Source: an optimization exercise on an open RTL-to-GDS flow (aim: small area and a short achievable clock period). Production flows keep margins and buffers that such runs may drop. In this exercise RTL edits were held to simulation tests only and were not proved equivalent to the original. The clock input has no modelled driver; a real chip could not lean on it and would need a root buffer or a full tree.

Setup of rev 12:
Design spi_mem_slave, start of the top module:
module spi_mem_slave #(
    parameter int unsigned CPOL       = 0,
    parameter int unsigned CPHA       = 0,
    parameter int unsigned MSB_FIRST  = 0,
    parameter int unsigned ADDR_BYTES = 2,
    parameter int unsigned MEM_AW     = 8
) (
    input  logic       CLK,
    input  logic       nRESET,
    input  logic       nCS,
    input  logic       SCK,
    input  logic       MOSI,
    output logic       MISO,
    output logic       MISO_OE,
    output logic       busy,
    output logic       rx_valid,
    output logic [7:0] rx_byte,
    output logic       frame_err
);
    logic       s_addr, s_cmd, s_wr, s_rd, a2;
    logic       e_addr, e_cmd, e_dat, e_inc;
    logic [7:0] tgt, tgt_n;     
    logic       byte_done, frame_end, active, tx_load, last_bit, rx_next_zero, rx_zero;
    logic [7:0] tx_byte, rx_data;
    spi_bit_engine #(
        .CPOL      (CPOL),
        .CPHA      (CPHA),
        .MSB_FIRST (MSB_FIRST)
    ) u_engine (
        .clk          (CLK),
        .rst_n        (nRESET),
        .cs_n         (nCS),
        .sck          (SCK),
        .mosi         (MOSI),
        .tx_load      (tx_load),
        .tx_byte      (tx_byte),
        .miso         (MISO),
        .active       (active),
        .byte_done    (byte_done),
        .frame_end    (frame_end),
        .frame_err    (frame_err),
        .rx_byte      (rx_byte),
        .rx_data      (rx_data),
        .last_bit     (last_bit),
        .rx_next_zero (rx_next_zero)
  ...
For scale: roughly 2200 flip-flops, about 18 I/O pins, about 48000 um^2 of cells after synthesis.
export LEC_CHECK = 0
export ABC_CLOCK_PERIOD_IN_PS = 1800
export CAP_MARGIN = 20
export CORE_MARGIN = 2
export CORE_UTILIZATION = 55
export CTS_BUF_LIST = sky130_fd_sc_hd__clkbuf_16
export CTS_CLUSTER_DIAMETER = 100
export CTS_CLUSTER_SIZE = 30
export PLACE_DENSITY = 0.7
export SETUP_SLACK_MARGIN = 2.1
export SLEW_MARGIN = 20
create_clock -name core_clock -period 4.0 [get_ports {CLK}]
standard.sh (not shown) runs the stock make flow with config.mk's settings and CLKGATE_MAP_FILE= SYNTH_SCRIPT=/design/flow/synth_recipe.tcl, a recipe that flattens the netlist after the stock synthesis.
==> flow/flow/run.sh <==
#!/bin/bash
# Layout flow: the standard flow (standard.sh, all steps), with one change
# after clock tree synthesis: retree.tcl, run by ORFS's CTS step through its
# POST_CTS_TCL hook, rebuilds the top of the clock tree so the clock reaches
# every flip-flop through two buffers instead of three (see retree.tcl).
# The make/ORFS output goes to standard.log here; ORFS's per-step tool logs
# stay under orfs/logs/.
set -euo pipefail
cd "$(dirname "$0")/.."
export POST_CTS_TCL="$PWD/flow/retree.tcl"
bash standard.sh > standard.log 2>&1
Other scripts of this flow, unchanged in this note and not shown: flow/flow/retree.tcl
Input-level comparison between rev 13 and rev 12:
--- a/flow/design.v
+++ b/flow/design.v
@@ -21,35 +21,37 @@
     input  logic       mosi,
     input  logic       tx_load,
     input  logic [7:0] tx_byte,
     output logic       miso,
     output logic       active,
     output logic       byte_done,
     output logic       frame_end,
     output logic       frame_err,
     output logic [7:0] rx_byte,
     output logic [7:0] rx_data,
     output logic       last_bit,
-    output logic       rx_next_zero
+    output logic       rx_next_zero,
+    output logic [7:0] rx_data_next
 );
     localparam bit POL = (CPOL != 0);
     localparam bit PHA = (CPHA != 0);
     localparam bit MSB = (MSB_FIRST != 0);
     logic [1:0] cs_s, sck_s, mosi_s;
     logic       sck_d;
     logic [7:0] rx_sr, tx_reg, rx_next;
     logic [2:0] bitcnt;
     logic       sck_rise, sck_fall, lead, trail;
     logic       sample_ev, shift_ev, cs_fall, cs_rise, tx_bit;
     logic       cs_d;
     assign rx_data = rx_sr;
+    assign rx_data_next = rx_next;
     always_comb begin
         sck_rise  = sck_s[1] & ~sck_d;
         sck_fall  = ~sck_s[1] & sck_d;
         lead      = POL ? sck_fall : sck_rise;
         trail     = POL ? sck_rise : sck_fall;
         sample_ev = ~cs_d & (PHA ? trail : lead);
         shift_ev  = ~cs_d & (PHA ? lead : trail);
         cs_fall   = cs_d & ~cs_s[1];
         cs_rise   = ~cs_d & cs_s[1];
         rx_next   = MSB ? {rx_sr[6:0], mosi_s[1]} : {mosi_s[1], rx_sr[7:1]};
         last_bit  = sample_ev && (bitcnt == 3'd7);
@@ -110,44 +112,45 @@
     output logic       MISO,
     output logic       MISO_OE,
     output logic       busy,
     output logic       rx_valid,
     output logic [7:0] rx_byte,
     output logic       frame_err
 );
     logic       s_addr, s_cmd, s_wr, s_rd, a2;
     logic       e_addr, e_cmd, e_dat, e_inc;
     logic [7:0] tgt, tgt_n;     
     logic       byte_done, frame_end, active, tx_load, last_bit, rx_next_zero, rx_zero;
-    logic [7:0] tx_byte, rx_data;
+    logic [7:0] tx_byte, rx_data, rx_data_next;
     spi_bit_engine #(
         .CPOL      (CPOL),
         .CPHA      (CPHA),
         .MSB_FIRST (MSB_FIRST)
     ) u_engine (
         .clk          (CLK),
         .rst_n        (nRESET),
         .cs_n         (nCS),
         .sck          (SCK),
         .mosi         (MOSI),
         .tx_load      (tx_load),
         .tx_byte      (tx_byte),
         .miso         (MISO),
         .active       (active),
         .byte_done    (byte_done),
         .frame_end    (frame_end),
         .frame_err    (frame_err),
         .rx_byte      (rx_byte),
         .rx_data      (rx_data),
         .last_bit     (last_bit),
-        .rx_next_zero (rx_next_zero)
+        .rx_next_zero (rx_next_zero),
+        .rx_data_next (rx_data_next)
     );
     assign busy     = active;
     assign MISO_OE  = active;
     assign rx_valid = byte_done;
     always_ff @(posedge CLK or negedge nRESET) begin
         if (!nRESET) begin
             e_addr <= 1'b0;
             e_cmd  <= 1'b0;
             e_dat  <= 1'b0;
             e_inc  <= 1'b0;
         end else begin
@@ -202,22 +205,25 @@
     logic [3:0]   hp;           
     logic         wv;           
     logic [7:0]   wd;
     logic [3:0]   wrow;         
     logic [3:0]   wlo;          
     logic         wissue;
     logic         wfire;        
     logic [15:0]  wsel;         
     logic         fire_new, fire_old, wfire_n;
     logic         ca, cb, ji;   
     logic         rm;           
+    logic         rm_n;
+    logic         rh, rl, rxc, jl, je;
+    logic [3:0]   rsel;         
     logic [7:0]   pf;
     logic [127:0] heads;
     assign wissue   = e_dat && s_wr;
     assign fire_new = ca;
     assign fire_old = wv && !wfire && (ji ? ca : cb);
     assign wfire_n  = wissue ? fire_new : fire_old;
     always_ff @(posedge CLK) begin
         hp    <= hp - 4'd1;
         ca    <= (tgt[3:0] + 4'd3) == hp;
         cb    <= (wlo + 4'd3) == hp;
         ji    <= wissue;
@@ -225,27 +231,41 @@
         for (int r = 0; r < 16; r++)
             wsel[r] <= wissue ? (fire_new && tgt[7:4] == 4'(r)) : (fire_old && wrow == 4'(r));
         if (wissue) begin
             wv   <= 1'b1;
             wd   <= rx_data;
             wrow <= tgt[7:4];
             wlo  <= tgt[3:0];
         end else if (wfire) begin
             wv   <= 1'b0;
         end
         tgt  <= tgt_n;
-        rm   <= sel_ld ? ((rx_data[3:0] + 4'd1) == hp)
-              : e_inc  ? ((tgt[3:0] + 4'd2) == hp)
-              :          ((tgt[3:0] + 4'd1) == hp);
+        rh   <= (tgt[3:0] + 4'd2) == hp;
+        rl   <= (rx_data[3:0] + 4'd2) == hp;
+        rxc  <= (rx_data_next[3:0] + 4'd2) == hp;
+        jl   <= sel_ld;
+        je   <= e_inc;
+        rm   <= rm_n;
         if (rm)
-            pf <= heads[{tgt[7:4], 3'd0} +: 8];
+            pf <= heads[{rsel, 3'd0} +: 8];
+    end
+    assign rm_n = sel_ld ? rxc      
+                : e_inc  ? ca       
+                : jl     ? rl       
+                : je     ? ca       
+                :          rh;      
+    always_ff @(posedge CLK or negedge nRESET) begin
+        if (!nRESET)
+            rsel <= '0;
+        else
+            rsel <= tgt_n[7:4];
     end
     for (genvar r = 0; r < 16; r++) begin : g_row
         logic [127:0] q;        
         always_ff @(posedge CLK)
             q <= {q[119:0], wsel[r] ? wd : q[127:120]};
         assign heads[8*r +: 8] = q[7:0];
     end
     always_comb begin
         tx_byte = spi_mem_pkg::IDLE_TX;
         if (s_rd)
             tx_byte = pf;
==> run notes <==
- Final non-filler cell total ended up 46 higher on rev 13 than on rev 12.
- Rev 13: final area higher than rev 12
- Total number of vias: rev 13 worse than rev 12
- From rev 12 to rev 13 the numbers moved as follows: slew at the pin with the worst max-slew slack did not really move, reg-to-reg setup timing slack picked up an extra 100 ps, post-synthesis instance area went up.
- Rev 12 → rev 13: global-route usage shrank by 0.41 points; multi-input logic portion of the cell area now sits higher.
- Of rev 13 and rev 12, the lower count of sequential standard cells belongs to rev 12.

==> re-timing with driven ports <==
The results above use ideal ports. As a check the final layouts listed here were re-extracted and re-timed, cells and wires unchanged. Step 1, drivers: a clkbuf_16 drives CLK and a buf_2 each remaining input, both assumed. Step 2 adds t to the input delays and takes it off the output delays; t is the mean of the earliest and latest rising clock arrival at the registers after step 1. Input paths then give back, and output paths get back, about the clock's delay inside the block. Three values: no drivers, after step 1, after step 2; two values: the first two.
run	t (ns)	setup slack, ns	worst setup path at the end	worst slew at a driven data input, ns	pins driven straight from the clock port
rev 12	0.644	2.054 / 2.042 / 2.054	register to register	0.04	4
rev 13	0.618	2.108 / 1.971 / 2.151	register to register	0.04	4
After both steps setup and hold are still met in every run listed.
